From an optimization exercise on the open Yosys and OpenROAD flow, aimed at small area; shortcuts taken in it are not production practice.
Where RTL was checked, it was by simulation tests only, not by an equivalence proof against the original.
No functional check of the RTL was part of runs 5 to 7.
Power and IR drop assume default switching activity.

==> flow/design.v <==
`default_nettype none
package muldiv_pkg;
	typedef enum logic [1:0] {
		op_shl = 2'd0,
		op_mul = 2'd1,
		op_div = 2'd2,
		op_shr = 2'd3
	} md_op_e;
	typedef logic [16-1:0] md_word_t;
endpackage
`default_nettype wire
`default_nettype none
module operand_issue (
	input  logic                                   start,
	input  muldiv_pkg::md_op_e                     op,
	input  logic                                   signed_mode,
	input  logic [1:0]                             src1_sel,
	input  logic [1:0]                             src2_sel,
	input  muldiv_pkg::md_word_t [4-1:0]    src_regs,
	output logic                                   valid,
	output logic                                   is_div,
	output logic                                   cin,
	output logic                                   neg,
	output muldiv_pkg::md_word_t                   opa,
	output muldiv_pkg::md_word_t                   opq
);
	localparam int W = 16;
	muldiv_pkg::md_word_t x;
	muldiv_pkg::md_word_t y;
	muldiv_pkg::md_word_t pow2;
	logic sdiv;
	logic sx;
	logic sy;
	logic use_y;
	logic inv;
	logic [W-1:0] low_nz;
	assign x = src_regs[src1_sel];
	assign y = src_regs[src2_sel];
	always_comb begin
		pow2 = '0;
		pow2[{1'b0, y[2:0]} + 4'd1] = 1'b1;
	end
	assign sdiv = signed_mode & (op == muldiv_pkg::op_div);
	assign sx = sdiv & x[W-1];
	assign sy = sdiv & y[W-1];
	assign low_nz[0] = 1'b0;
	for (genvar i = 1; i < W; i++) begin : g_nz
		assign low_nz[i] = |x[i-1:0];
	end
	assign valid = start;
	assign is_div = op[1];
	assign cin = op[1] & ~sy;
	assign neg = sx ^ sy;
	assign use_y = op[0] ^ op[1];
	assign inv = op[1] & ~sy;
	assign opa = {W{inv}} ^ (use_y ? y : pow2);
	assign opq = x ^ (low_nz & {W{sx}});
endmodule
`default_nettype wire
`default_nettype none
module muldiv_step #(
	parameter int ROW = 0
) (
	input  logic                 is_div,
	input  logic                 cin,
	input  logic [ROW:0]         p_in,      
	input  muldiv_pkg::md_word_t opa,
	input  muldiv_pkg::md_word_t opq_in,
	output logic [ROW:0]         p_out,
	output muldiv_pkg::md_word_t opq_out
);
	localparam int W = 16;
	localparam int QB = W - 1 - ROW;
	logic t;
	logic [ROW:0] in1;
	logic [ROW:0] sum;
	logic [ROW+1:0] c;
	logic upper_ones;
	logic sel;
	assign t = opq_in[QB];
	if (ROW == 0) begin : g_in0
		assign in1 = is_div & t;
	end else begin : g_in
		assign in1 = {p_in[ROW:1], is_div & t};
	end
	if (ROW + 1 <= 4) begin : g_ripple
		assign c[0] = cin;
		for (genvar i = 0; i <= ROW; i++) begin : g_fa
			assign sum[i] = in1[i] ^ opa[i] ^ c[i];
			assign c[i+1] = (in1[i] & opa[i]) | (in1[i] & c[i]) | (opa[i] & c[i]);
		end
	end else begin : g_prefix
		localparam int N = ROW + 1;
		localparam int L = (N > 8) ? 4 : (N > 4) ? 3 : (N > 2) ? 2 : 1;
		logic [N-1:0] pp;
		logic [N-1:0] gg [0:L];
		logic [N-1:0] pr [0:L];
		assign pp = in1 ^ opa[ROW:0];
		always_comb begin
			gg[0] = in1 & opa[ROW:0];
			gg[0][0] = (in1[0] & opa[0]) | (pp[0] & cin);
			pr[0] = pp;
		end
		for (genvar l = 0; l < L; l++) begin : g_lvl
			for (genvar i = 0; i < N; i++) begin : g_node
				if (((i >> l) & 1) == 1) begin : g_comb
					localparam int K = ((i >> l) << l) - 1;
					assign gg[l+1][i] = gg[l][i] | (pr[l][i] & gg[l][K]);
					assign pr[l+1][i] = pr[l][i] & pr[l][K];
				end else begin : g_pass
					assign gg[l+1][i] = gg[l][i];
					assign pr[l+1][i] = pr[l][i];
				end
			end
		end
		assign c[0] = cin;
		assign c[N:1] = gg[L];
		assign sum = pp ^ c[ROW:0];
	end
	if (ROW == W - 1) begin : g_top
		assign upper_ones = 1'b1;
	end else begin : g_up
		assign upper_ones = &opa[W-1:ROW+1];
	end
	assign sel = is_div ? (c[ROW+1] & upper_ones) : t;
	assign p_out = sel ? sum : in1;
	always_comb begin
		opq_out = opq_in;
		opq_out[QB] = sel;
	end
endmodule
`default_nettype wire
`default_nettype none
module result_collect (
	input  logic                  clk,
	input  logic                  rst,
	input  logic                  valid,
	input  logic                  is_div,
	input  logic                  cin,
	input  logic                  neg,
	input  muldiv_pkg::md_word_t  opa,
	input  muldiv_pkg::md_word_t  prod,
	input  muldiv_pkg::md_word_t  quot,
	output muldiv_pkg::md_word_t  result,
	output logic                  done,
	output logic                  div_by_zero
);
	muldiv_pkg::md_word_t value_d;
	logic dbz;
	muldiv_pkg::md_word_t res_q;
	logic done_q;
	logic dbz_q;
	logic neg_q;
	assign dbz = is_div & cin & (&opa);
	assign value_d = is_div ? quot : prod;
	always_ff @(posedge clk or posedge rst) begin
		if (rst) begin
			res_q <= '0;
			neg_q <= 1'b0;
			done_q <= 1'b0;
			dbz_q <= 1'b0;
		end else begin
			done_q <= valid;
			dbz_q <= valid & dbz;
			if (valid) begin
				res_q <= value_d;
				neg_q <= neg & ~dbz;
			end
		end
	end
	assign result = neg_q ? -res_q : res_q;
	assign done = done_q;
	assign div_by_zero = dbz_q;
endmodule
`default_nettype wire
`default_nettype none
module muldiv_unit (
	input  logic                                   clk,
	input  logic                                   rst,
	input  logic                                   start,
	input  muldiv_pkg::md_op_e                     op,
	input  logic                                   signed_mode,
	input  logic [1:0]                             src1_sel,
	input  logic [1:0]                             src2_sel,
	input  muldiv_pkg::md_word_t [4-1:0]    src_regs,
	output muldiv_pkg::md_word_t                   result,
	output logic                                   done,
	output logic                                   div_by_zero
);
	localparam int W = 16;
	localparam logic [W-1:0] CUT = 16'b0001001001001000;
	logic [W:0]   valid_s;
	logic [W:0]   is_div_s;
	logic [W:0]   cin_s;
	logic [W:0]   neg_s;
	muldiv_pkg::md_word_t p_s   [0:W];
	muldiv_pkg::md_word_t opa_s [0:W];
	muldiv_pkg::md_word_t opq_s [0:W];
	operand_issue i_operand_issue (
		.start       (start),
		.op          (op),
		.signed_mode (signed_mode),
		.src1_sel    (src1_sel),
		.src2_sel    (src2_sel),
		.src_regs    (src_regs),
		.valid       (valid_s[0]),
		.is_div      (is_div_s[0]),
		.cin         (cin_s[0]),
		.neg         (neg_s[0]),
		.opa         (opa_s[0]),
		.opq         (opq_s[0])
	);
	assign p_s[0] = '0;
	for (genvar j = 0; j < W; j++) begin : g_row
		logic [j:0] p_in;
		logic [j:0] p_out;
		muldiv_pkg::md_word_t p_d;
		muldiv_pkg::md_word_t opq_d;
		if (j == 0) begin : g_p0
			assign p_in = 1'b0;
		end else begin : g_p
			assign p_in = {p_s[j][j-1:0], 1'b0};
		end
		muldiv_step #(
			.ROW (j)
		) i_muldiv_step (
			.is_div  (is_div_s[j]),
			.cin     (cin_s[j]),
			.p_in    (p_in),
			.opa     (opa_s[j]),
			.opq_in  (opq_s[j]),
			.p_out   (p_out),
			.opq_out (opq_d)
		);
		always_comb begin
			p_d = '0;
			p_d[j:0] = p_out;
		end
		if (CUT[j]) begin : g_reg
			logic valid_q;
			logic is_div_q;
			logic cin_q;
			logic neg_q;
			logic [j:0] p_q;
			muldiv_pkg::md_word_t opa_q;
			muldiv_pkg::md_word_t opq_q;
			always_ff @(posedge clk or posedge rst) begin
				if (rst) begin
					valid_q <= 1'b0;
				end else begin
					valid_q <= valid_s[j];
				end
			end
			always_ff @(posedge clk) begin
				is_div_q <= is_div_s[j];
				cin_q <= cin_s[j];
				neg_q <= neg_s[j];
				p_q <= p_out;
				opa_q <= opa_s[j];
				opq_q <= opq_d;
			end
			assign valid_s[j+1] = valid_q;
			assign is_div_s[j+1] = is_div_q;
			assign cin_s[j+1] = cin_q;
			assign neg_s[j+1] = neg_q;
			always_comb begin
				p_s[j+1] = '0;
				p_s[j+1][j:0] = p_q;
			end
			assign opa_s[j+1] = opa_q;
			assign opq_s[j+1] = opq_q;
		end else begin : g_wire
			assign valid_s[j+1] = valid_s[j];
			assign is_div_s[j+1] = is_div_s[j];
			assign cin_s[j+1] = cin_s[j];
			assign neg_s[j+1] = neg_s[j];
			assign p_s[j+1] = p_d;
			assign opa_s[j+1] = opa_s[j];
			assign opq_s[j+1] = opq_d;
		end
	end
	result_collect i_result_collect (
		.clk         (clk),
		.rst         (rst),
		.valid       (valid_s[W]),
		.is_div      (is_div_s[W]),
		.cin         (cin_s[W]),
		.neg         (neg_s[W]),
		.opa         (opa_s[W]),
		.prod        (p_s[W]),
		.quot        (opq_s[W]),
		.result      (result),
		.done        (done),
		.div_by_zero (div_by_zero)
	);
endmodule
`default_nettype wire
==> flow/flow/run.sh <==
#!/bin/bash
# Standard ORFS layout with smaller port buffers and a clock tree without dummy loads.
set -euo pipefail
cd "$(dirname "$0")/.."
export BUFFER_PORTS_ARGS="-buffer_cell sky130_fd_sc_hd__buf_1"
export RECOVER_POWER=100
export CTS_ARGS="-sink_clustering_enable -repair_clock_nets -buf_list sky130_fd_sc_hd__clkbuf_8 -sink_clustering_size 12 -dont_use_dummy_load"
bash standard.sh synth > synth.log 2>&1
bash standard.sh > layout.log 2>&1
==> flow/standard.sh <==
#!/bin/bash
# synth_recipe.tcl (not shown) runs the flow's synth.tcl, then flattens the netlist and writes it again
# the make line also repeats each setting of config.mk as NAME=value (left out here)
make -C /OpenROAD-flow-scripts/flow DESIGN_CONFIG=/design/flow/config.mk WORK_HOME=/design/flow/orfs CLKGATE_MAP_FILE= SYNTH_SCRIPT=/design/flow/synth_recipe.tcl "${@:-finish}"
==> flow/config.mk <==
export PLATFORM = sky130hd
export DESIGN_NAME = muldiv_unit
export DESIGN_NICKNAME = muldiv_unit
export VERILOG_FILES = /design/flow/design.v
export SDC_FILE = /design/flow/constraint.sdc
export NUM_CORES = 4
export LEC_CHECK = 0
export ABC_AREA = 1
export CAP_MARGIN = 20
export CORE_MARGIN = 2
export CORE_UTILIZATION = 40
export SLEW_MARGIN = 20
==> flow/constraint.sdc <==
create_clock -name core_clock -period 8.0 [get_ports {clk}]
set_input_delay 1.6000 -clock core_clock [delete_from_list [all_inputs] [get_ports {clk}]]
set_output_delay 1.6000 -clock core_clock [all_outputs]
set_load 0.01 [all_outputs]
==> flow_metrics.tcl, run 1 <==
set metrics [dict create \
    wl_per_cell_um 15.4 \
    seq_power_share_pct 29.4 \
    layout.cells.non_filler 2374 \
    clockBufferDepth 2 \
    worst_slew_pin_slew_ns 0.957 \
    hp-class "reg2reg" \
    required_ns 8.40 \
    fillers 3513 \
    num_rows 67 \
    synth-simple-area-share_pct 28.3 \
    dp.cells 2352 \
    worstPathMaxFanout 31 \
    regArea_um2 4060 \
    postCtsHoldBufs 0 \
    worst_path_most_repeated_cell "nand2_1" \
    synth_ff_type "dfxtp_1" \
    design_area_um2 14700 \
    n_antenna_cell 0 \
    ys_ff_latch 197 \
    min_to "g_row[12].g_reg.opq_q[14]" \
    setup_viol 0 \
    muxShareOfSynthArea_pct 0.291 \
    critPathKind "in2reg" \
    antenna_found_initial 0 \
    rrSetupSlack_ns 0.70 \
    ant_nets 0 \
    syn_area_um2 13800 \
    grt_setup_unrepaired "no" \
    dieWidth_um 189 \
    synth_fa_ha_area_share_pct 18.2 \
    setup_slack_ns 0.529 \
    reg2reg_depth 45 \
    endpoint_kind "register" \
    numPortBuffers 91 \
    place_area_um2 14500 \
    synth_cell_types 63 \
    start_kind "input pin" \
    insertion_delay_ns 0.47 \
    cts_buffers 17 \
    core_um2 33700 \
    period_minus_slack_ns 7.47 \
    p_int_w 0.00253 \
    max_stage_delay_ns 0.41 \
    cpMaxStageDelayCell "fa_1" \
    avgSynthCellArea_um2 7.46 \
    syn_nets 2083 \
    grt_pass1_wl_mm 59.4 \
    max_slew_margin_pct 36.2 \
    overflow 0 \
    maxSlewViolCount 0 \
    swShare_pct 46.3 \
    synthCells 1845 \
    finalHoldViolations 0 \
    grt_pass1_vias 11689 \
    fmax_mhz 134 \
    hold_depth 0 \
    multiInputGateArea_um2 8540 \
    p_per_area_nw_per_um2 320 \
    hp-start "g_row[9].g_reg.opq_q[14]" \
    p_leak_nw 7.32 \
    regToRegStartpoint "g_row[9].g_reg.is_div_q" \
    hpwl_mm 29.8 \
    grt_max_degree 33 \
    wl_mm 36.5 \
    routed-via-count 11875 \
    worst_setup_hold_path_clk_slew_ns 0.08 \
    areaGrowthSynthToFinish_pct 7.11 \
    cap_violations 0 \
    pin_count 92 \
    ys_async_sr_fraction_pct 11.7 \
    power_switching_w 0.00218 \
    yosysWarnings 1023 \
    finalSetupTns_ns 0 \
    ctsRootBufferMaster "clkbuf_8" \
    first_iter_violations 650 \
    start_util_pct 40.8 \
    timing.final.crit_share_pct 93.4 \
    clock-sinks 197 \
    vias_per_cell 5.00 \
    synth_top_family_by_area "simple AND/OR/NAND/NOR gates" \
    drt_first_pass_iters 7 \
    pwr-share-comb_pct 60.4 \
    synth_edf_count 0 \
    cts_htree_levels 4 \
    crit_arrival_ns 7.87 \
    grt_usage_pct 20.9 \
    reg2reg_to "g_row[12].g_reg.p_q[3]" \
    num-nets-final 2166 \
    ir_worst_vdd_v 0.000132 \
    die_y_um 189 \
    gp_congestion 0.926 \
    drc 0 \
    synth_compound_area_share_pct 9.81 \
    skew_ns 0.0412 \
    final_layout_size_suffix_gt1_share_pct 6.07 \
    yosysSeqAreaShare_pct 29.5 \
    synth-xor-area-share_pct 5.41 \
    p_clk_share_pct 10.2 \
    pre_cts_slack_ns 0.0819 \
    cts_tree "built" \
    die_area_um2 35900 \
    status "complete, no violations" \
]
[critical path: cells and delay by family]
| kind | cells | cell delay (ns) |
|---|---|---|
| adder cells (fa/ha/maj) | 6 | 1.83 |
| AND/OR/NAND/NOR | 27 | 3.44 |
| buffers and inverters | 6 | 0.85 |
| AO/OA/AOI/OAI | 1 | 0.13 |
[per-layer routing]
| metal | share of wire [%] | wire [µm] | track usage [%] |
|---|---|---|---|
| met1 | 43 | 15800 | 25.6 |
| met5 | 0 | 0 | 0 |
| met4 | 3.5 | 1290 | 7.81 |
| met2 | 49 | 17800 | 37.1 |
| met3 | 4.3 | 1560 | 2.74 |
[cell usage in the layout, fill, tap and decap left out, types with 14 or more instances in the layout]
| cell | netlist | routed |
|---|---|---|
| dfxtp_1 | 174 | 174 |
| inv_1 | 200 | 198 |
| xor2_1 | 39 | 39 |
| o21ai_1 | 22 | 22 |
| o21ai_0 | 74 | 71 |
| buf_4 | 6 | 14 |
| nand3_1 | 150 | 151 |
| nor2_1 | 90 | 91 |
| a21oi_1 | 79 | 79 |
| dfrtp_1 | 23 | 23 |
| nand2_2 | 20 | 16 |
| buf_1 | 5 | 89 |
| nand2_1 | 552 | 554 |
| clkbuf_8 | 0 | 17 |
| ha_1 | 103 | 103 |
| fa_1 | 61 | 61 |
| xnor2_1 | 46 | 46 |
[metrics by stage]
stage	power [W]	hold slack (ns)	utilization [%]
finish	0.00471	0.316	43.7
global route	0.00524	0.313	43.7
CTS	0.00473	0.314	43.6
detailed placement	0.00424	0.312	42.9
global placement	0.00417	0.311	42.9
floorplan	0.00355	0.310	-
[cell type report]
class	instances	share of cell area, %
clock buffer	17	1.59
inverter	217	5.63
multi-input combinational	1381	57.9
sequential	197	27.5
tap	448	3.80
timing repair buffer	114	3.50
[timing repair]
action                     4_1_cts  5_1_grt
hold endpoints to repair         0        0
resized for setup                0       15
setup endpoints to repair        0       35
buffers inserted                 0        5
[power groups by stage]
stage / logic [W] / registers, W / clock network (W)
floorplan: 0.00224 / 0.00131 / 0
global placement: 0.00275 / 0.00141 / 0
detailed placement: 0.00282 / 0.00141 / 0
CTS: 0.00284 / 0.00139 / 0.000501
global route: 0.00330 / 0.00141 / 0.000534
finish: 0.00285 / 0.00139 / 0.000480
[kinds of logic (layout without fill, tap and decap cells)]
group | Yosys count | count (layout)
and+or+nand+nor | 895 | 895
muxes | 4 | 4
xor gates and xnor gates | 85 | 85
AOI/OAI and AO/OA | 233 | 233
DFF | 197 | 197
adders and majority gates | 164 | 164
buffers and inverters | 267 | 348
[state kept, by name, summed over array words and instances, names as in the netlist]
register / flops
g_row.g_reg.p_q: 34
i_result_collect.dbz_q: 1
g_row.g_reg.opa_q: 64
g_row.g_reg.neg_q: 4
g_row.g_reg.valid_q: 4
i_result_collect.res_q: 16
g_row.g_reg.is_div_q: 4
g_row.g_reg.cin_q: 4
i_result_collect.done_q: 1
i_result_collect.neg_q: 1
g_row.g_reg.opq_q: 64
[worst max path at each step]
stage,from,endpoint,slack [ns]
floorplan,op[0],g_row[3].g_reg.p_q[3],1.20
global placement,g_row[9].g_reg.is_div_q,g_row[12].g_reg.p_q[8],0.18
detailed placement,g_row[9].g_reg.is_div_q,g_row[12].g_reg.p_q[0],0.08
CTS,g_row[9].g_reg.is_div_q,g_row[12].g_reg.p_q[0],0.06
global route,g_row[9].g_reg.is_div_q,g_row[12].g_reg.p_q[9],0.01
finish,src2_sel[0],g_row[3].g_reg.p_q[3],0.53
[cell usage after synthesis, types with 12 or more instances]
master	number	share of area [%]
ha_1	103	9.4
or2_2	12	0.55
nand3_1	150	5.5
and2_1	12	0.55
nand2_2	20	0.91
o21ai_0	74	2.7
buf_2	15	0.55
fa_1	61	8.9
o21ai_1	22	0.80
xnor2_1	46	2.9
a21oi_1	79	2.9
nand2_1	552	15
xor2_1	39	2.5
dfrtp_1	23	4.2
dfxtp_1	174	25
inv_1	200	5.5
nand4_1	12	0.55
buf_6	14	1.1
nor2_1	90	2.5
==> inputs of run 2 (changes only) <==
--- a/flow/flow/run.sh
+++ b/flow/flow/run.sh
@@ -5,3 +5,2 @@
 export BUFFER_PORTS_ARGS="-buffer_cell sky130_fd_sc_hd__buf_1"
-export RECOVER_POWER=100
 export CTS_ARGS="-sink_clustering_enable -repair_clock_nets -buf_list sky130_fd_sc_hd__clkbuf_8 -sink_clustering_size 12 -dont_use_dummy_load"
--- a/flow/config.mk
+++ b/flow/config.mk
@@ -10,3 +10,3 @@
 export CORE_MARGIN = 2
-export CORE_UTILIZATION = 40
+export CORE_UTILIZATION = 65
 export SLEW_MARGIN = 20
==> run 2 against run 1 <==
Non-clock buffer count down 9. Sequential share of layout area up 0.42 points. Cell count down 7.6%. Maximum frequency up 1.9%. Wire length down 9.8%. Sequential cell count unchanged. Global-route usage up 9.7 points. Worst hold slack worse by 0.011 ns. Critical path type is now reg2reg. Largest cell class unchanged.
==> flow_metrics.tcl, run 2 <==
set metrics [dict create \
    status "complete, no violations" \
    cts_tree "built" \
    setup_slack_ns 0.671 \
    areaGrowthSynthToFinish_pct 5.53 \
    synth_edf_count 0 \
    fillers 1805 \
    worstPathMaxFanout 26 \
    wl_mm 32.9 \
    p_clk_share_pct 10.0 \
    setup_viol 0 \
    gp_congestion 0.931 \
    max_slew_margin_pct 43.6 \
    yosysSeqAreaShare_pct 29.5 \
    drc 0 \
    utilization_pct 69.5 \
    syn_nets 2083 \
    grt_pass1_vias 11347 \
    grt_pass1_wl_mm 53.7 \
    die_y_um 149 \
    first_iter_violations 560 \
    worst_setup_hold_path_clk_slew_ns 0.10 \
    pin_count 92 \
    start_kind "register" \
    clock-sinks 197 \
    top_regs "g_row.g_reg.opa_q (64), g_row.g_reg.opq_q (64), g_row.g_reg.p_q (34)" \
    final_common_cell "nand2_1" \
    crit_family "simple AND/OR/NAND/NOR gates" \
    pwr-share-comb_pct 60.5 \
    pre_cts_slack_ns -0.00587 \
    hp-class "reg2reg" \
    fmax_mhz 136 \
    hp-start "g_row[6].g_reg.opq_q[15]" \
    synth_top_cell_by_area "dfxtp_1" \
    dp.cells 2173 \
    yosysTopAreaCellShare_pct 25.3 \
    start_util_pct 65.9 \
    grt_max_degree 44 \
    clockBufferDepth 2 \
    final_layout_size_suffix_gt1_share_pct 6.10 \
    critPathKind "reg2reg" \
    num_rows 53 \
    period_minus_slack_ns 7.33 \
    ctsRootBufferMaster "clkbuf_8" \
    n_antenna_cell 0 \
    grt_usage_pct 30.5 \
    timing.final.crit_share_pct 91.6 \
    reg2reg_depth 48 \
    dieWidth_um 149 \
    core_um2 20900 \
    ys_ff_latch 197 \
    synth_cell_types 63 \
    wl_per_cell_um 15.0 \
    power_switching_w 0.00214 \
    worstSetupStartpoint "g_row[12].g_reg.is_div_q" \
    drt_first_pass_iters 5 \
    worst_slew_pin_slew_ns 0.845 \
    worst-path-stages 48 \
    skew_ns 0.0453 \
    yosysMostFrequentCell "nand2_1" \
    maxSlewViolCount 0 \
    cpMaxStageDelayCell "fa_1" \
    routed-via-count 11884 \
    path_buf_inv 5 \
    ir_worst_vdd_v 0.000129 \
    hold_depth 0 \
    finalHoldViolations 0 \
    ant_nets 0 \
    synthCells 1845 \
    insertion_delay_ns 0.45 \
    numPortBuffers 91 \
    die_area_um2 22300 \
    postCtsHoldBufs 0 \
    cts_buffers 17 \
    crit_arrival_ns 7.66 \
    regToRegStartpoint "g_row[12].g_reg.is_div_q" \
    overflow 0 \
    cts_htree_levels 4 \
    layout.cells.non_filler 2193 \
    p_per_area_nw_per_um2 321 \
    syn_area_um2 13800 \
    max_stage_delay_ns 0.41 \
    ys_async_sr_fraction_pct 11.7 \
    mostFrequentLayoutCells "nand2_1 (550), inv_1 (199), dfxtp_1 (173), nand3_1 (150), ha_1 (103)" \
    antenna_found_initial 0 \
    hpwl_mm 27.1 \
    finalSetupTns_ns 0 \
    synth_ff_type "dfxtp_1" \
    worst_path_most_repeated_cell "nand2_1" \
    avgSynthCellArea_um2 7.46 \
    swShare_pct 46.0 \
    yosys-top-cells-count "nand2_1 (552), inv_1 (200), dfxtp_1 (174)" \
    grt_setup_unrepaired "no" \
    p_leak_nw 7.30 \
    num-nets-final 2158 \
    yosysWarnings 1023 \
    cap_violations 0 \
    p_int_w 0.00252 \
    required_ns 8.33 \
    seq_power_share_pct 29.5 \
    yosys-top-cells-area "dfxtp_1 (25%), nand2_1 (15%), ha_1 (9.4%)" \
    vias_per_cell 5.42 \
    endpoint_kind "register" \
]
## run 2: cell types whose count changed in the layout (fill, tap and decap cells not counted), sizes merged
cell      change
clkbuf       -10
buf           +1
clkinvlp      +1
## run 2: per-stage QoR
stage	instance area (µm²)	hold slack (ns)	total power [W]
floorplan	13800	0.310	0.00355
global placement	14200	0.310	0.00409
detailed placement	14200	0.312	0.00417
CTS	14500	0.306	0.00465
global route	14500	0.305	0.00516
finish	14500	0.304	0.00466
## run 2: kinds of logic after synthesis
| family | synth area share, % |
|---|---|
| mux | 0.291 |
| flops | 29.5 |
| simple gates | 28.3 |
| compound gates | 9.81 |
| buf+inv | 8.41 |
| fa+ha+maj | 18.2 |
| xor+xnor | 5.41 |
## run 2: power by group through the flow
stage | clock network (W) | registers [W] | logic, W
after global routing | 0.000522 | 0.00140 | 0.00324
after detailed placement | 0 | 0.00140 | 0.00277
after CTS | 0.000479 | 0.00137 | 0.00280
after floorplan | 0 | 0.00131 | 0.00224
final | 0.000468 | 0.00137 | 0.00282
after global placement | 0 | 0.00139 | 0.00269
## run 2: timing repair
action                     in CTS  in global routing
gates cloned                    0                  1
pin swaps                       0                  0
setup endpoints to repair       2                 36
resized for setup               2                 15
buffers inserted                0                  2
## run 2: worst register-to-register path: cells and delay by family (launching register included)
kind | cells | cell delay (ns)
AOI/OAI and AO/OA | 8 | 1.47
adders and majority gates | 4 | 1.24
buffers and inverters | 5 | 0.61
DFF | 1 | 0.34
and+or+nand+nor | 31 | 3.58
## run 2: per-layer routing
metal  share of wire (%)  up-vias  routed length, µm  GRT usage (%)
met5                   0        -                  0              0
met2                  50      355              16400           54.7
met3                 4.6       88               1510           4.09
met1                  41     5402              13400           35.6
li1                    -     6039                  -              -
met4                 5.0        0               1650           15.9
## run 2: final timing paths
| check | endpoint | slack (ns) |
|---|---|---|
| max reg2reg | i_result_collect.res_q[1] | 0.67 |
| min | g_row[9].g_reg.opq_q[15] | 0.30 |
| min in group asynchronous | g_row[6].g_reg.valid_q | 1.27 |
| max in group asynchronous | i_result_collect.res_q[7] | 6.20 |
| max | i_result_collect.res_q[1] | 0.67 |
| min reg2reg | g_row[9].g_reg.opq_q[15] | 0.30 |
## run 2: area by class of cell
type | count | area (µm²) | share of cell area (%)
Timing Repair inverter | 1 | 5.00 | 0.0345
Multi-Input combinational cell | 1381 | 8580 | 59.1
Clock buffer | 17 | 234 | 1.61
Inverter | 217 | 832 | 5.73
Timing Repair Buffer | 105 | 459 | 3.16
Tap cell | 275 | 344 | 2.37
Sequential cell | 197 | 4060 | 28.0
==> inputs of run 3 (changes only) <==
--- a/flow/flow/run.sh
+++ b/flow/flow/run.sh
@@ -5,2 +5,3 @@
 export BUFFER_PORTS_ARGS="-buffer_cell sky130_fd_sc_hd__buf_1"
+export RECOVER_POWER=100
 export CTS_ARGS="-sink_clustering_enable -repair_clock_nets -buf_list sky130_fd_sc_hd__clkbuf_8 -sink_clustering_size 12 -dont_use_dummy_load"
==> run 3 against run 2 <==
Sequential share of layout area rose by 0.082 points. Highest routed layer unchanged. Clock power barely moved. Largest cell class unchanged. Combinational power barely moved. Synthesized cell count did not move. Final area fell by 0.29%. Global-route usage did not move. Die area did not move. Sequential power barely moved. Cell count did not move. Clock skew fell by 0.0011 ns. Sequential cell count did not move.
==> flow_metrics.tcl, run 3 <==
set metrics [dict create \
    cts_tree "built" \
    start_util_pct 65.9 \
    insertion_delay_ns 0.46 \
    grt_usage_pct 30.5 \
    ant_nets 0 \
    setup_viol 0 \
    hp-class "reg2reg" \
    crit_arrival_ns 7.93 \
    worst_setup_hold_path_clk_slew_ns 0.10 \
    synth_top_cell_by_area "dfxtp_1" \
    grt_setup_unrepaired "no" \
    hold_depth 0 \
    die_area_um2 22300 \
    ctsRootBufferMaster "clkbuf_8" \
    vias_per_cell 5.41 \
    synthCells 1845 \
    max_slew_margin_pct 41.4 \
    ys_async_sr_fraction_pct 11.7 \
    worst_slew_pin_slew_ns 0.880 \
    die_y_um 149 \
    num-nets-final 2158 \
    yosys-top-cells-count "nand2_1 (552), inv_1 (200), dfxtp_1 (174)" \
    timing.final.crit_share_pct 94.2 \
    synth_cell_types 63 \
    antenna_found_initial 0 \
    endpoint_kind "register" \
    core_um2 20900 \
    grt_max_degree 44 \
    wl_per_cell_um 15.0 \
    max_stage_delay_ns 0.47 \
    worstPathMaxFanout 31 \
    mostFrequentLayoutCells "nand2_1 (553), inv_1 (199), dfxtp_1 (173), nand3_1 (151), ha_1 (103)" \
    drc 0 \
    clock-sinks 197 \
    power_w 0.00466 \
    grt_pass1_vias 11347 \
    regToRegStartpoint "g_row[12].g_reg.is_div_q" \
    grt_pass1_wl_mm 53.7 \
    hold_slack_ns 0.306 \
    skew_ns 0.0442 \
    cap_violations 0 \
    synth_edf_count 0 \
    yosys-top-cells-area "dfxtp_1 (25%), nand2_1 (15%), ha_1 (9.4%)" \
    wl_mm 32.9 \
    worstSetupStartpoint "src2_sel[0]" \
    critPathKind "in2reg" \
    yosysSeqAreaShare_pct 29.5 \
    avgSynthCellArea_um2 7.46 \
    yosysMostFrequentCell "nand2_1" \
    ys_ff_latch 197 \
    clockBufferDepth 2 \
    first_iter_violations 629 \
    hp-start "g_row[6].g_reg.opq_q[15]" \
    regArea_um2 4060 \
    status "complete, no violations" \
    worst_path_most_repeated_cell "nand2_1" \
    finalHoldViolations 0 \
    num_rows 53 \
    rrSetupSlack_ns 0.66 \
    ir_worst_vdd_v 0.000129 \
    start_kind "input pin" \
    pin_count 92 \
    required_ns 8.40 \
    maxSlewViolCount 0 \
    cpMaxStageDelayCell "nand2_1" \
    final_layout_size_suffix_gt1_share_pct 5.68 \
    fillers 1816 \
    yosysTopAreaCellShare_pct 25.3 \
    multiInputGateArea_um2 8550 \
    drt_first_pass_iters 5 \
    routed-via-count 11868 \
    overflow 0 \
    period_minus_slack_ns 7.54 \
    p_leak_nw 7.28 \
    syn_area_um2 13800 \
    min_to "g_row[9].g_reg.opq_q[15]" \
    postCtsHoldBufs 0 \
    areaGrowthSynthToFinish_pct 5.22 \
    numPortBuffers 91 \
    top_regs "g_row.g_reg.opa_q (64), g_row.g_reg.opq_q (64), g_row.g_reg.p_q (34)" \
    reg2reg_depth 48 \
    hpwl_mm 27.1 \
    reg2reg_to "i_result_collect.res_q[1]" \
    yosysWarnings 1023 \
    cts_htree_levels 4 \
    p_per_area_nw_per_um2 322 \
    cts_buffers 17 \
    gp_congestion 0.931 \
    final_common_cell "nand2_1" \
    n_antenna_cell 0 \
    fmax_mhz 133 \
    synth_ff_type "dfxtp_1" \
    syn_nets 2083 \
    dieWidth_um 149 \
]
run 3: through the flow:
step | util (%) | setup TNS, ns | instances | instance area, µm² | setup slack (ns)
3_5_place_dp | 68.0 | -0.00837 | 2173 | 14200 | -0.00587
6_report | 69.3 | 0 | 2193 | 14500 | 0.463
4_1_cts | 69.2 | 0 | 2190 | 14500 | 0.174
2_1_floorplan | - | 0 | 1845 | 13800 | 1.20
3_3_place_gp | 68.0 | 0 | 2173 | 14200 | 0.00574
5_1_grt | 69.3 | 0 | 2193 | 14500 | 0.00666
run 3: what timing repair did:
item,4_1_cts,5_1_grt
endpoints found under the setup margin,2,36
gates cloned,0,1
gates resized for setup,2,15
setup buffers,0,2
run 3: worst max-delay path, delay by kind of cell:
family | cells | cell delay, ns
buffers and inverters | 6 | 0.88
AO/OA/AOI/OAI | 1 | 0.14
AND/OR/NAND/NOR | 27 | 3.50
adder cells (fa/ha/maj) | 6 | 1.80
run 3: per-layer routing:
| metal | vias up | wire, µm | global-route usage [%] |
|---|---|---|---|
| met5 | - | 0 | 0 |
| met3 | 92 | 1490 | 4.09 |
| met1 | 5399 | 13400 | 35.6 |
| met4 | 0 | 1660 | 15.9 |
| li1 | 6035 | - | - |
| met2 | 342 | 16300 | 54.7 |
run 3: final cells by class:
| type | count | share of cell area (%) |
|---|---|---|
| repair buffers | 105 | 3.12 |
| well taps | 275 | 2.38 |
| inverters | 217 | 5.75 |
| repair inverters | 1 | 0.0346 |
| flip-flops and latches | 197 | 28.0 |
| multi-input cells | 1381 | 59.1 |
| clock buffers | 17 | 1.62 |
run 3: worst max path at each step:
stage | to | slack [ns] | depth (start not counted)
2_1_floorplan | g_row[3].g_reg.p_q[3] | 1.20 | 39
3_3_place_gp | g_row[12].g_reg.p_q[8] | 0.006 | 48
3_5_place_dp | g_row[12].g_reg.p_q[2] | -0.006 | 48
4_1_cts | g_row[12].g_reg.p_q[8] | 0.17 | 46
5_1_grt | g_row[12].g_reg.p_q[9] | 0.007 | 49
6_report | g_row[3].g_reg.p_q[3] | 0.46 | 40
run 3: logic make-up after synthesis:
group	after synthesis	synth area share (%)
XOR/XNOR	85	5.41
AND/OR/NAND/NOR	895	28.3
multiplexers	4	0.291
flip-flops	197	29.5
AO/OA/AOI/OAI	233	9.81
buffers and inverters	267	8.41
adder cells (fa/ha/maj)	164	18.2
run 3: power by group:
part	switching (W)	total (W)	internal, W
clock	0.000281	0.000470	0.000189
combinational	0.00167	0.00281	0.00115
sequential	0.000195	0.00137	0.00118
==> inputs of run 4 (changes only) <==
--- a/flow/flow/run.sh
+++ b/flow/flow/run.sh
@@ -5,3 +5,2 @@
 export BUFFER_PORTS_ARGS="-buffer_cell sky130_fd_sc_hd__buf_1"
-export RECOVER_POWER=100
 export CTS_ARGS="-sink_clustering_enable -repair_clock_nets -buf_list sky130_fd_sc_hd__clkbuf_8 -sink_clustering_size 12 -dont_use_dummy_load"
--- a/flow/config.mk
+++ b/flow/config.mk
@@ -10,3 +10,3 @@
 export CORE_MARGIN = 2
-export CORE_UTILIZATION = 65
+export CORE_UTILIZATION = 40
 export SLEW_MARGIN = 20
==> run 4 against run 3 <==
Still clean. Core utilization fell by 25 points. Highest routed layer unchanged. Sequential power about the same. Maximum frequency grew 3.5%. Non-clock buffer count rose by 9. Critical endpoint is now g_row[9].g_reg.p_q[5]. Sequential share of layout area down 0.60 points. Combinational power increased by 1%. Total power grew 1.4%.
==> flow_metrics.tcl, run 4 <==
set metrics [dict create \
    status "complete, no violations" \
    endpoint_kind "register" \
    worst_setup_hold_path_clk_slew_ns 0.08 \
    maxSlewViolCount 0 \
    start_kind "register" \
    hpwl_mm 29.8 \
    cts_buffers 17 \
    reg2reg_to "g_row[9].g_reg.p_q[5]" \
    layout.cells.non_filler 2374 \
    regToRegStartpoint "g_row[6].g_reg.is_div_q" \
    cts_tree "built" \
    ant_nets 0 \
    hp-class "reg2reg" \
    mostFrequentLayoutCells "nand2_1 (551), inv_1 (198), dfxtp_1 (174), nand3_1 (150), ha_1 (103)" \
    crit_family "simple AND/OR/NAND/NOR gates" \
    cap_violations 0 \
    crit_arrival_ns 7.65 \
    p_per_area_nw_per_um2 319 \
    core_um2 33700 \
    setup_viol 0 \
    die_y_um 189 \
    grt_setup_unrepaired "no" \
    die_area_um2 35900 \
    grt_pass1_wl_mm 59.4 \
    cts_htree_levels 4 \
    ys_async_sr_fraction_pct 11.7 \
    max_slew_margin_pct 41.3 \
    drt_first_pass_iters 5 \
    synth_top_cell_by_area "dfxtp_1" \
    wl_mm 36.5 \
    synth_cell_types 63 \
    worst_path_most_repeated_cell "nand2_1" \
    final_common_cell "nand2_1" \
    p_clk_share_pct 10.2 \
    first_iter_violations 649 \
    ir_worst_vdd_v 0.000133 \
    drc 0 \
    skew_ns 0.0407 \
    syn_area_um2 13800 \
    dp.cells 2352 \
    required_ns 8.36 \
    grt_pass1_vias 11689 \
    yosys-top-cells-count "nand2_1 (552), inv_1 (200), dfxtp_1 (174)" \
    path_buf_inv 6 \
    synth_edf_count 0 \
    top_regs "g_row.g_reg.opa_q (64), g_row.g_reg.opq_q (64), g_row.g_reg.p_q (34)" \
    numPortBuffers 91 \
    yosysTopAreaCellShare_pct 25.3 \
    routed-via-count 11855 \
    synthCells 1845 \
    num_rows 67 \
    place_area_um2 14500 \
    ys_ff_latch 197 \
    yosysWarnings 1023 \
    critPathKind "reg2reg" \
    rrSetupSlack_ns 0.72 \
    gp_congestion 0.926 \
    yosysSeqAreaShare_pct 29.5 \
    clockBufferDepth 2 \
    reg2reg_depth 44 \
    timing.final.crit_share_pct 91.1 \
    seq_power_share_pct 29.4 \
    period_minus_slack_ns 7.28 \
    areaGrowthSynthToFinish_pct 7.49 \
    num-nets-final 2166 \
    hp-start "g_row[9].g_reg.opq_q[14]" \
    yosysMostFrequentCell "nand2_1" \
    avgSynthCellArea_um2 7.46 \
    yosys-top-cells-area "dfxtp_1 (25%), nand2_1 (15%), ha_1 (9.4%)" \
    clock-sinks 197 \
    fmax_mhz 137 \
    swShare_pct 46.4 \
    pre_cts_slack_ns 0.0819 \
    insertion_delay_ns 0.47 \
    max_stage_delay_ns 0.52 \
    min_to "g_row[12].g_reg.opq_q[14]" \
    hold_depth 0 \
    finalSetupTns_ns 0 \
    n_antenna_cell 0 \
    worst_slew_pin_slew_ns 0.880 \
    design_area_um2 14800 \
    synth_ff_type "dfxtp_1" \
    vias_per_cell 4.99 \
    grt_max_degree 33 \
    p_leak_nw 7.34 \
    syn_nets 2083 \
    finalHoldViolations 0 \
    p_int_w 0.00253 \
    ctsRootBufferMaster "clkbuf_8" \
    pin_count 92 \
    power_switching_w 0.00219 \
    grt_usage_pct 20.9 \
    worstPathMaxFanout 12 \
    cpMaxStageDelayCell "dfxtp_1" \
    final_layout_size_suffix_gt1_share_pct 6.59 \
    antenna_found_initial 0 \
    pwr-share-comb_pct 60.4 \
    overflow 0 \
    dieWidth_um 189 \
    wl_per_cell_um 15.4 \
    start_util_pct 40.8 \
    setup_slack_ns 0.715 \
]
-- run 4: changes by cell type in the layout (fill, tap and decap cells not counted), moves of 2 or more --
cell / before / now
buf_4: 11 / 22
clkbuf_1: 3 / 0
inv_2: 7 / 9
nand2_1: 553 / 551
o21ai_1: 24 / 22
o21ai_2: 6 / 9
-- run 4: timing repair --
item | in CTS | in global routing
buffers inserted | 0 | 5
setup endpoints to repair | 0 | 35
hold buffers | 0 | 0
resized for setup | 0 | 15
-- run 4: cells by family after synthesis --
kind of cell | share of synthesized area [%]
simple gates | 28.3
buf+inv | 8.41
compound gates | 9.81
flops | 29.5
fa+ha+maj | 18.2
xor+xnor | 5.41
mux | 0.291
-- run 4: final cells by class --
cell class	instances	area (µm²)
sequential	197	4060
fill	3503	18900
multi-input combinational	1381	8580
clock buffer	17	234
inverter	217	830
tap	448	561
timing repair buffer	114	527
-- run 4: how the worst max path moves through the flow --
stage	from	cells after the start	to	slack [ns]
floorplan	op[0]	39	g_row[3].g_reg.p_q[3]	1.20
global placement	g_row[9].g_reg.is_div_q	47	g_row[12].g_reg.p_q[8]	0.18
detailed placement	g_row[9].g_reg.is_div_q	46	g_row[12].g_reg.p_q[0]	0.08
CTS	g_row[9].g_reg.is_div_q	46	g_row[12].g_reg.p_q[0]	0.06
global route	g_row[9].g_reg.is_div_q	47	g_row[12].g_reg.p_q[9]	0.01
finish	g_row[6].g_reg.is_div_q	44	g_row[9].g_reg.p_q[5]	0.72
-- run 4: stage by stage --
step | hold WS, ns | power [W] | utilization [%]
2_1_floorplan | 0.310 | 0.00355 | -
3_3_place_gp | 0.311 | 0.00417 | 42.9
4_1_cts | 0.314 | 0.00473 | 43.6
3_5_place_dp | 0.312 | 0.00424 | 42.9
5_1_grt | 0.313 | 0.00525 | 43.9
6_report | 0.316 | 0.00472 | 43.9
-- run 4: power groups by stage --
stage          registers [W]  logic [W]  clock network [W]
2_1_floorplan        0.00131    0.00224                  0
3_3_place_gp         0.00141    0.00275                  0
3_5_place_dp         0.00141    0.00282                  0
4_1_cts              0.00139    0.00284           0.000501
5_1_grt              0.00141    0.00331           0.000534
6_report             0.00139    0.00285           0.000482
-- run 4: layer usage --
| metal | global-route usage (%) | wire length, µm | share of wire, % | vias up |
|---|---|---|---|---|
| li1 | - | - | - | 6050 |
| met1 | 25.6 | 15900 | 44 | 5440 |
| met2 | 37.1 | 17700 | 49 | 302 |
| met3 | 2.74 | 1590 | 4.4 | 63 |
| met4 | 7.81 | 1280 | 3.5 | 0 |
| met5 | 0 | 0 | 0 | - |
==> inputs of run 5 (changes only) <==
--- a/flow/design.v
+++ b/flow/design.v
@@ -100,3 +100,2 @@
 			gg[0] = in1 & opa[ROW:0];
-			gg[0][0] = (in1[0] & opa[0]) | (pp[0] & cin);
 			pr[0] = pp;
@@ -116,3 +115,3 @@
 		assign c[0] = cin;
-		assign c[N:1] = gg[L];
+		assign c[N:1] = gg[L] | (pr[L] & {N{cin}});
 		assign sum = pp ^ c[ROW:0];
--- a/flow/config.mk
+++ b/flow/config.mk
@@ -7,3 +7,2 @@
 export LEC_CHECK = 0
-export ABC_AREA = 1
 export CAP_MARGIN = 20
==> run 5 against run 4 <==
Cell count down 18%. Critical path depth down 17. Die area down 4.1%.
==> flow_metrics.tcl, run 5 <==
set metrics [dict create \
    finalHoldViolations 0 \
    drc 0 \
    p_per_area_nw_per_um2 399 \
    yosysTopAreaCellShare_pct 26.4 \
    regToRegStartpoint "g_row[12].g_reg.opq_q[2]" \
    grt_max_degree 33 \
    num_rows 66 \
    dieWidth_um 186 \
    start_util_pct 40.5 \
    cpMaxStageDelayCell "or4_4" \
    worstPathMaxFanout 5 \
    syn_nets 1580 \
    cts_htree_levels 4 \
    n_antenna_cell 0 \
    wl_mm 31.3 \
    design_area_um2 14700 \
    yosysSeqAreaShare_pct 30.8 \
    worst_slew_pin_slew_ns 0.863 \
    yosysMostFrequentCell "dfxtp_1" \
    critPathKind "in2reg" \
    grt_busiest_layer "met2" \
    hpwl_mm 26.0 \
    timing.final.crit_share_pct 95.4 \
    hp-class "reg2reg" \
    max_slew_margin_pct 42.0 \
    required_ns 8.34 \
    global_route.usage.met1_pct 24.7 \
    final_common_cell "dfxtp_1" \
    numPortBuffers 91 \
    areaGrowthSynthToFinish_pct 11.5 \
    mostFrequentLayoutCells "dfxtp_1 (173), ha_1 (129), xnor2_1 (91), buf_1 (91), mux2_2 (82)" \
    yosys-top-cells-count "dfxtp_1 (174), ha_1 (129), xnor2_1 (91)" \
    fmax_mhz 131 \
    crit_path_end "g_row[3].g_reg.p_q[3]" \
    cts_tree "built" \
    gr-usage-met3_pct 2.23 \
    max_stage_delay_ns 0.58 \
    gp_congestion 0.870 \
    core_um2 32500 \
    endpoint_kind "register" \
    synth_cell_types 76 \
    grt_pass1_vias 10146 \
    reg2reg_to "i_result_collect.res_q[7]" \
    insertion_delay_ns 0.47 \
    start_kind "input pin" \
    rrSetupSlack_ns 0.56 \
    yosys-top-cells-area "dfxtp_1 (26%), ha_1 (12%), mux2_2 (7.0%)" \
    setup_viol 0 \
    ctsRootBufferMaster "clkbuf_8" \
    worst_path_most_repeated_cell "fa_1" \
    crit_arrival_ns 7.98 \
    swShare_pct 43.1 \
    ys_ff_latch 197 \
    postCtsHoldBufs 0 \
    clockBufferDepth 2 \
    die_area_um2 34400 \
    cap_violations 0 \
    pre_cts_slack_ns -0.385 \
    yosysWarnings 1023 \
    setup_slack_ns 0.364 \
    ant_nets 0 \
    p_int_w 0.00333 \
    routed-via-count 10287 \
    clock-sinks 197 \
    synth_edf_count 0 \
    seq_power_share_pct 24.5 \
    num-nets-final 1715 \
    worstSetupStartpoint "src1_sel[0]" \
    power_switching_w 0.00253 \
    synth_ff_type "dfxtp_1" \
    cts_buffers 17 \
    syn_area_um2 13200 \
    grt_usage_pct 18.9 \
    worst-path-stages 27 \
    p_leak_nw 6.26 \
    die_y_um 186 \
    top_regs "g_row.g_reg.opa_q (64), g_row.g_reg.opq_q (64), g_row.g_reg.p_q (34)" \
    pin_count 92 \
    overflow 0 \
    grt_setup_unrepaired "no" \
    period_minus_slack_ns 7.64 \
    vias_per_cell 5.32 \
    wl_per_cell_um 16.2 \
    status "complete, no violations" \
    pwr-share-comb_pct 67.3 \
    avgSynthCellArea_um2 9.69 \
    ys_async_sr_fraction_pct 11.7 \
    synthCells 1360 \
    ir_worst_vdd_v 0.000157 \
    reg2reg_depth 32 \
    first_iter_violations 461 \
    crit_family "simple AND/OR/NAND/NOR gates" \
    maxSlewViolCount 0 \
    worst_setup_hold_path_clk_slew_ns 0.08 \
    use_met2_pct 32.7 \
    p_clk_share_pct 8.2 \
    place_area_um2 14400 \
    antenna_found_initial 0 \
    path_buf_inv 4 \
    final_layout_size_suffix_gt1_share_pct 15.3 \
    skew_ns 0.0356 \
    drt_first_pass_iters 5 \
    grt_pass1_wl_mm 51.5 \
    synth_top_cell_by_area "dfxtp_1" \
]
==> run 5: changes by cell type in the layout (fill, tap and decap cells not counted), moves of 19 or more <==
cell,previous run,this run
mux4_2,0,32
mux2_2,0,82
nand3_1,150,25
nor2b_1,0,24
inv_1,198,63
nand2_2,19,0
buf_4,22,57
nand2b_1,0,24
nand2_1,551,77
ha_1,103,129
nor3_1,8,32
fa_1,61,17
xnor2_1,46,91
==> run 5: layout make-up <==
cell class              instances  area [µm²]
flip-flops and latches        197        4060
well taps                     442         553
clock buffers                  17         234
repair buffers                151         821
inverters                      65         244
multi-input cells            1063        8790
fillers                      3172       17800
==> run 5: repair_timing <==
item / in CTS / in global routing
setup buffers: 0 / 2
endpoints found under the setup margin: 0 / 20
gates resized for setup: 0 / 18
==> run 5: metal layers <==
layer / vias up / wire (µm)
met4: 0 / 654
met5: - / 0
met3: 33 / 1170
met2: 211 / 14900
met1: 4859 / 14600
li1: 5184 / -
==> run 5: worst min-delay path by stage <==
stage,slack (ns),endpoint,cells after the start,from
after floorplan,0.31,g_row[12].g_reg.neg_q,0,g_row[9].g_reg.neg_q
after global placement,0.31,g_row[6].g_reg.opq_q[3],0,g_row[3].g_reg.opq_q[3]
after detailed placement,0.31,g_row[6].g_reg.opq_q[3],0,g_row[3].g_reg.opq_q[3]
after CTS,0.33,g_row[9].g_reg.opq_q[5],0,g_row[6].g_reg.opq_q[5]
after global routing,0.34,g_row[12].g_reg.opq_q[2],0,g_row[9].g_reg.opq_q[2]
final,0.33,g_row[9].g_reg.opq_q[5],0,g_row[6].g_reg.opq_q[5]
==> run 5: power by group through the flow <==
stage	Sequential, W	Combinational, W	Clock (W)
3_5_place_dp	0.00146	0.00387	0
6_report	0.00143	0.00395	0.000479
5_1_grt	0.00147	0.00444	0.000542
3_3_place_gp	0.00146	0.00379	0
2_1_floorplan	0.00136	0.00314	0
4_1_cts	0.00143	0.00390	0.000497
==> run 5: through the flow <==
step	utilization [%]	cells	hold slack, ns	setup TNS (ns)	power [W]
after floorplan	-	1360	0.310	0	0.00450
after global placement	44.2	1916	0.312	-0.500	0.00525
after detailed placement	44.2	1916	0.312	-1.70	0.00533
after CTS	44.9	1933	0.328	0	0.00583
after global routing	45.2	1935	0.336	0	0.00645
final	45.2	1935	0.328	0	0.00586
==> run 5: cells by family (layout without fill, tap and decap cells) <==
| family | count (synthesis) | count (layout) | synth area share (%) |
|---|---|---|---|
| simple gates | 346 | 346 | 13.3 |
| buf+inv | 100 | 233 | 3.09 |
| mux | 125 | 125 | 13.3 |
| xor+xnor | 142 | 142 | 9.43 |
| compound gates | 304 | 304 | 15.3 |
| flops | 197 | 197 | 30.8 |
| fa+ha+maj | 146 | 146 | 14.8 |
==> inputs of run 6 (changes only) <==
--- a/flow/design.v
+++ b/flow/design.v
@@ -189,3 +189,3 @@
 	localparam int W = 16;
-	localparam logic [W-1:0] CUT = 16'b0001001001001000;
+	localparam logic [W-1:0] CUT = 16'b0000100010001000;
 	logic [W:0]   valid_s;
--- a/flow/config.mk
+++ b/flow/config.mk
@@ -7,2 +7,3 @@
 export LEC_CHECK = 0
+export ABC_AREA = 1
 export CAP_MARGIN = 20
==> run 6 against run 5 <==
Still clean on timing, DRC and antenna. Synthesized cell count rose by 54%. Non-clock buffer count grew 74. Register-to-register slack worse by 0.10 ns. Sequential power decreased by 25%. Critical path depth grew 25. Global-route usage increased by 3.7 points. Total power shrank 7.4%. Core utilization up 2.7 points. Cell count rose by 42%. Critical endpoint is now i_result_collect.res_q[7]. Highest routed layer unchanged.
==> flow_metrics.tcl, run 6 <==
set metrics [dict create \
    drc 0 \
    crit_family "simple AND/OR/NAND/NOR gates" \
    setup_slack_ns 0.458 \
    p_leak_nw 8.36 \
    cpMaxStageDelayCell "nor4_2" \
    seq_power_share_pct 19.7 \
    insertion_delay_ns 0.45 \
    pin_count 92 \
    worst_setup_hold_path_clk_slew_ns 0.08 \
    p_clk_share_pct 7.9 \
    ir_worst_vdd_v 0.000183 \
    hp-start "g_row[7].g_reg.opq_q[15]" \
    grt_pass1_wl_mm 64.7 \
    ctsRootBufferMaster "clkbuf_8" \
    die_y_um 188 \
    fmax_mhz 133 \
    skew_ns 0.0258 \
    overflow 0 \
    synthCells 2099 \
    synth_cell_types 54 \
    final_layout_size_suffix_gt1_share_pct 12.5 \
    yosysWarnings 1025 \
    synth_edf_count 0 \
    final_common_cell "nand2_1" \
    yosysSeqAreaShare_pct 23.1 \
    grt_pass1_vias 12916 \
    timing.final.crit_share_pct 94.3 \
    routed-via-count 13842 \
    dieWidth_um 188 \
    critPathKind "reg2reg" \
    reg2reg_to "i_result_collect.res_q[7]" \
    vias_per_cell 5.05 \
    cts_htree_levels 4 \
    mostFrequentLayoutCells "nand2_1 (639), inv_1 (253), nand3_1 (237), buf_4 (126), dfxtp_1 (116)" \
    hp-class "reg2reg" \
    drt_first_pass_iters 5 \
    max_slew_margin_pct 44.8 \
    num_rows 67 \
    wl_mm 40.4 \
    synth_ff_type "dfxtp_1" \
    endpoint_kind "register" \
    swShare_pct 48.1 \
    first_iter_violations 809 \
    min_to "g_row[11].g_reg.opq_q[15]" \
    clockBufferDepth 2 \
    ys_async_sr_fraction_pct 14.6 \
    grt_max_degree 40 \
    power_switching_w 0.00261 \
    gp_congestion 0.932 \
    clock-sinks 151 \
    syn_area_um2 13600 \
    path_buf_inv 8 \
    num-nets-final 2514 \
    ant_nets 0 \
    yosysTopAreaCellShare_pct 19.0 \
    synth_top_cell_by_area "dfxtp_1" \
    crit_arrival_ns 7.93 \
    core_um2 33400 \
    yosys-top-cells-count "nand2_1 (647), inv_1 (263), nand3_1 (243)" \
    pre_cts_slack_ns -0.122 \
    worstPathMaxFanout 12 \
    cap_violations 0 \
    cts_buffers 17 \
    antenna_found_initial 0 \
    start_kind "register" \
    status "complete, no violations" \
    grt_usage_pct 22.6 \
    hpwl_mm 32.7 \
    finalHoldViolations 0 \
    reg2reg_depth 52 \
    required_ns 8.39 \
    yosys-top-cells-area "dfxtp_1 (19%), nand2_1 (18%), ha_1 (12%)" \
    yosysMostFrequentCell "nand2_1" \
    p_per_area_nw_per_um2 339 \
    worst_path_most_repeated_cell "nand2_1" \
    syn_nets 2319 \
    top_regs "g_row.g_reg.opa_q (48), g_row.g_reg.opq_q (48), g_row.g_reg.p_q (24)" \
    die_area_um2 35500 \
    max_stage_delay_ns 0.37 \
    regToRegStartpoint "g_row[11].g_reg.p_q[2]" \
    areaGrowthSynthToFinish_pct 17.9 \
    postCtsHoldBufs 0 \
    ys_ff_latch 151 \
    pwr-share-comb_pct 72.4 \
    numPortBuffers 91 \
    p_int_w 0.00282 \
    cts_tree "built" \
    avgSynthCellArea_um2 6.47 \
    period_minus_slack_ns 7.54 \
    n_antenna_cell 0 \
    start_util_pct 40.6 \
    hold_depth 0 \
    rrSetupSlack_ns 0.46 \
    finalSetupTns_ns 0 \
    wl_per_cell_um 14.7 \
    setup_viol 0 \
    maxSlewViolCount 0 \
    worst_slew_pin_slew_ns 0.827 \
]
run 6: cell families (layout without fill, tap and decap cells):
| group | Yosys count | after routing | synth area share, % |
|---|---|---|---|
| adders and majority gates | 146 | 146 | 14.4 |
| xor gates and xnor gates | 96 | 96 | 6.19 |
| AOI/OAI and AO/OA | 258 | 258 | 11.0 |
| and+or+nand+nor | 1125 | 1125 | 35.9 |
| buffers and inverters | 323 | 516 | 9.45 |
| DFF | 151 | 151 | 23.1 |
run 6: layout make-up:
class / instances / area, µm²
Timing Repair Buffer: 225 / 1370
Multi-Input combinational cell: 1625 / 9630
Tap cell: 448 / 561
Fill cell: 3400 / 17400
Clock buffer: 17 / 234
Timing Repair inverter: 1 / 7.51
Inverter: 273 / 1050
Sequential cell: 151 / 3150
run 6: power groups by stage:
stage	combinational [W]	sequential [W]	clock, W
4_1_cts	0.00364	0.00106	0.000441
2_1_floorplan	0.00261	0.00101	0
5_1_grt	0.00444	0.00109	0.000473
3_5_place_dp	0.00361	0.00107	0
3_3_place_gp	0.00356	0.00107	0
6_report	0.00393	0.00107	0.000429
run 6: worst max-delay path by stage:
| stage | from | to | slack [ns] | cells past startpoint |
|---|---|---|---|---|
| after floorplan | g_row[11].g_reg.is_div_q | i_result_collect.res_q[5] | 0.51 | 53 |
| after global placement | g_row[3].g_reg.is_div_q | g_row[7].g_reg.p_q[3] | -0.06 | 58 |
| after detailed placement | g_row[3].g_reg.is_div_q | g_row[7].g_reg.p_q[3] | -0.12 | 58 |
| after CTS | g_row[11].g_reg.opa_q[7] | i_result_collect.res_q[8] | 0.06 | 55 |
| after global routing | g_row[11].g_reg.p_q[4] | i_result_collect.res_q[7] | -0.12 | 53 |
| final | g_row[11].g_reg.p_q[2] | i_result_collect.res_q[7] | 0.46 | 52 |
run 6: what timing repair did:
| item | 4_1_cts | 5_1_grt |
|---|---|---|
| setup endpoints to repair | 12 | 38 |
| pin swaps | 0 | 27 |
| setup buffers | 2 | 26 |
| gates cloned | 0 | 4 |
| resized for setup | 4 | 118 |
run 6: per-layer routing:
| layer | global-route usage, % | up-vias | routed length, µm |
|---|---|---|---|
| met5 | 0 | - | 0 |
| met4 | 6.94 | 0 | 903 |
| met3 | 2.40 | 48 | 1600 |
| met2 | 39.1 | 304 | 19500 |
| met1 | 29.5 | 6321 | 18400 |
| li1 | - | 7169 | - |
run 6: metrics by stage:
step	hold WS (ns)	std cells	cell area, µm²	utilization, %	total power [W]
after global routing	0.328	2740	16000	47.9	0.00600
final	0.322	2740	16000	47.9	0.00543
after floorplan	0.310	2099	13600	-	0.00362
after CTS	0.325	2710	15300	45.7	0.00514
after global placement	0.310	2691	15000	44.9	0.00464
after detailed placement	0.312	2691	15000	44.9	0.00469
==> inputs of run 7 (changes only) <==
--- a/flow/design.v
+++ b/flow/design.v
@@ -85,3 +85,3 @@
 	end
-	if (ROW + 1 <= 4) begin : g_ripple
+	if (ROW + 1 <= 0) begin : g_ripple
 		assign c[0] = cin;
==> run 7 against run 6 <==
Total power up 4.8%. Worst setup slack better by 0.084 ns. Critical path depth up 6. First-iteration DRC count down 17%. Clock skew up 0.0080 ns. Combinational power up 6.1%. Core utilization down 0.27 points. Sequential cell count unchanged. Largest power group unchanged.
==> flow_metrics.tcl, run 7 <==
set metrics [dict create \
    skew_ns 0.0338 \
    gp_congestion 0.896 \
    ys_ff_latch 151 \
    mostFrequentLayoutCells "nand2_1 (603), inv_1 (214), nand3_1 (205), dfxtp_1 (123), ha_1 (111)" \
    yosys-top-cells-count "nand2_1 (626), inv_1 (217), nand3_1 (213)" \
    fmax_mhz 134 \
    avgSynthCellArea_um2 6.55 \
    synth_edf_count 0 \
    wl_mm 37.9 \
    cts_tree "built" \
    cts_htree_levels 4 \
    worstPathMaxFanout 8 \
    pin_count 92 \
    hold_depth 0 \
    clock-sinks 151 \
    start_kind "register" \
    maxSlewViolCount 0 \
    grt_max_degree 36 \
    timing.final.crit_share_pct 93.2 \
    setup_viol 0 \
    ant_nets 0 \
    synth_ff_type "dfxtp_1" \
    syn_area_um2 13200 \
    num_rows 66 \
    syn_nets 2243 \
    drt_first_pass_iters 5 \
    hp-class "reg2reg" \
    finalHoldViolations 0 \
    reg2reg_depth 58 \
    period_minus_slack_ns 7.46 \
    overflow 0 \
    antenna_found_initial 0 \
    p_per_area_nw_per_um2 367 \
    first_iter_violations 672 \
    power_w 0.00569 \
    synthCells 2020 \
    final_common_cell "nand2_1" \
    final_layout_size_suffix_gt1_share_pct 12.5 \
    cts_buffers 17 \
    hpwl_mm 30.3 \
    cap_violations 0 \
    worst_slew_pin_slew_ns 0.837 \
    postCtsHoldBufs 0 \
    crit_arrival_ns 7.85 \
    yosysWarnings 1067 \
    ys_async_sr_fraction_pct 14.6 \
    required_ns 8.39 \
    max_slew_margin_pct 44.1 \
    dieWidth_um 186 \
    num-nets-final 2392 \
    n_antenna_cell 0 \
    top_regs "g_row.g_reg.opa_q (48), g_row.g_reg.opq_q (48), g_row.g_reg.p_q (24)" \
    start_util_pct 40.7 \
    ctsRootBufferMaster "clkbuf_8" \
    synth_cell_types 47 \
    core_um2 32500 \
    fillers 3392 \
    yosysSeqAreaShare_pct 23.7 \
    worst_path_most_repeated_cell "nand2_1" \
    grt_pass1_vias 12283 \
    ir_worst_vdd_v 0.000165 \
    numPortBuffers 91 \
    yosysTopAreaCellShare_pct 19.5 \
    insertion_delay_ns 0.46 \
    worst_setup_hold_path_clk_slew_ns 0.08 \
    grt_pass1_wl_mm 60.3 \
    wl_per_cell_um 14.5 \
    max_stage_delay_ns 0.35 \
    yosysMostFrequentCell "nand2_1" \
    grt_usage_pct 22.1 \
    cpMaxStageDelayCell "dfxtp_1" \
    die_area_um2 34500 \
    critPathKind "reg2reg" \
    drc 0 \
    routed-via-count 13164 \
    p_leak_nw 7.83 \
    areaGrowthSynthToFinish_pct 17.1 \
    clockBufferDepth 2 \
    yosys-top-cells-area "dfxtp_1 (20%), nand2_1 (18%), ha_1 (13%)" \
    utilization_pct 47.6 \
    vias_per_cell 5.05 \
    synth_top_cell_by_area "dfxtp_1" \
    status "complete, no violations" \
    endpoint_kind "register" \
    die_y_um 186 \
]
## run 7: cell count changes after synthesis, moves of 7 or more
cell | previous run | this run
and2_1 | 36 | 13
inv_1 | 263 | 217
xnor2_1 | 40 | 54
nand3b_1 | 10 | 3
ha_1 | 128 | 137
o21ai_0 | 65 | 84
o21ai_1 | 6 | 18
nand3_1 | 243 | 213
nand4_1 | 19 | 26
nand2_1 | 647 | 626
## run 7: power by group
| group | internal, W | leakage [nW] | switching, W |
|---|---|---|---|
| Combinational | 0.00176 | 6.35 | 0.00240 |
| Sequential | 0.000919 | 1.35 | 0.000169 |
| Clock | 0.000187 | 0.122 | 0.000245 |
| Total | 0.00287 | 7.83 | 0.00282 |
## run 7: metrics by stage
step	setup WS [ns]	hold slack, ns	TNS, ns	instances	cell area [µm²]
floorplan	0.731	0.310	0	2020	13200
CTS	0.0312	0.320	0	2598	14700
finish	0.542	0.321	0	2609	15500
global route	-0.0881	0.327	-0.889	2609	15500
detailed placement	-0.307	0.312	-3.00	2576	14400
global placement	0.0170	0.310	0	2576	14400
## run 7: cell type report
| type | count | area [µm²] | area share (%) |
|---|---|---|---|
| multi-input combinational | 1586 | 9620 | 62.2 |
| sequential | 151 | 3150 | 20.3 |
| timing repair buffer | 180 | 1030 | 6.68 |
| inverter | 230 | 868 | 5.61 |
| tap | 442 | 553 | 3.57 |
| clock buffer | 17 | 234 | 1.51 |
| timing repair inverter | 3 | 22.5 | 0.145 |
## run 7: worst paths after layout
path | startpoint | end | slack, ns
setup reg to reg | g_row[11].g_reg.p_q[4] | i_result_collect.res_q[3] | 0.54
min in group asynchronous | rst | i_result_collect.res_q[15] | 1.27
hold / removal | g_row[3].g_reg.opq_q[7] | g_row[7].g_reg.opq_q[7] | 0.32
setup / recovery | g_row[11].g_reg.p_q[4] | i_result_collect.res_q[3] | 0.54
hold reg to reg | g_row[3].g_reg.opq_q[7] | g_row[7].g_reg.opq_q[7] | 0.32
max in group asynchronous | rst | i_result_collect.res_q[5] | 6.20
## run 7: worst max-delay path, delay by kind of cell (launching register included)
family,cells,cell delay [ns]
DFF,1,0.35
buffers and inverters,11,1.17
AOI/OAI and AO/OA,9,1.70
and+or+nand+nor,34,3.06
adders and majority gates,4,1.12
## run 7: metal layers
layer | track usage (%) | routed length, µm
met1 | 27.9 | 17100
met3 | 3.38 | 1620
met5 | 0 | 0
met2 | 38.2 | 18200
met4 | 7.43 | 921
## run 7: cells by family (layout without fill, tap and decap cells)
logic type                 after synthesis  after routing  synth area share, %
AOI/OAI and AO/OA                      272            272                 11.3
xor gates and xnor gates               118            118                 7.93
adders and majority gates              149            149                 14.8
buffers and inverters                  283            430                 8.63
DFF                                    151            151                 23.7
and+or+nand+nor                       1047           1047                 33.7
## run 7: what timing repair did
| action | CTS | global route |
|---|---|---|
| resized for setup | 9 | 150 |
| buffers inserted | 2 | 9 |
| endpoints found under the setup margin | 12 | 38 |
| cloned | 3 | 2 |
| hold endpoints to repair | 0 | 0 |
| pin swaps | 1 | 27 |

afterwards: timing with drivers on the ports:
The flow's constraints put no driver on any port. The routed layouts listed below were extracted and timed again, unchanged, in two steps. Step 1, drivers: a clkbuf_16 drives clk and a buf_2 each remaining input, both assumed. Step 2 moves the port delays by t, midway between the first and last clock arrival at a register: inputs arrive t later, outputs are due t later. That takes back most of the time a late clock gives input paths. Slacks: no drivers / after step 1 / after step 2; pairs: no drivers / after step 1.
| run | t, ns | setup WS [ns] | pins driven straight from the clock port |
|---|---|---|---|
| run 1 | 0.490 | 0.529 / 0.548 / 0.058 | 1 |
| run 2 | 0.478 | 0.671 / 0.671 / 0.443 | 1 |
| run 3 | 0.480 | 0.463 / 0.487 / 0.007 | 1 |
| run 4 | 0.492 | 0.715 / 0.715 / 0.312 | 1 |
| run 5 | 0.498 | 0.364 / 0.388 / -0.110 | 1 |
| run 6 | 0.484 | 0.458 / 0.458 / 0.124 | 1 |
| run 7 | 0.492 | 0.542 / 0.542 / 0.208 | 1 |
With both steps, setup timing fails in run 5, where it was met with ideal ports. For run 5, which loses most, drivers alone change the setup slack by +0.024 ns; drivers and shift together by -0.474 ns.
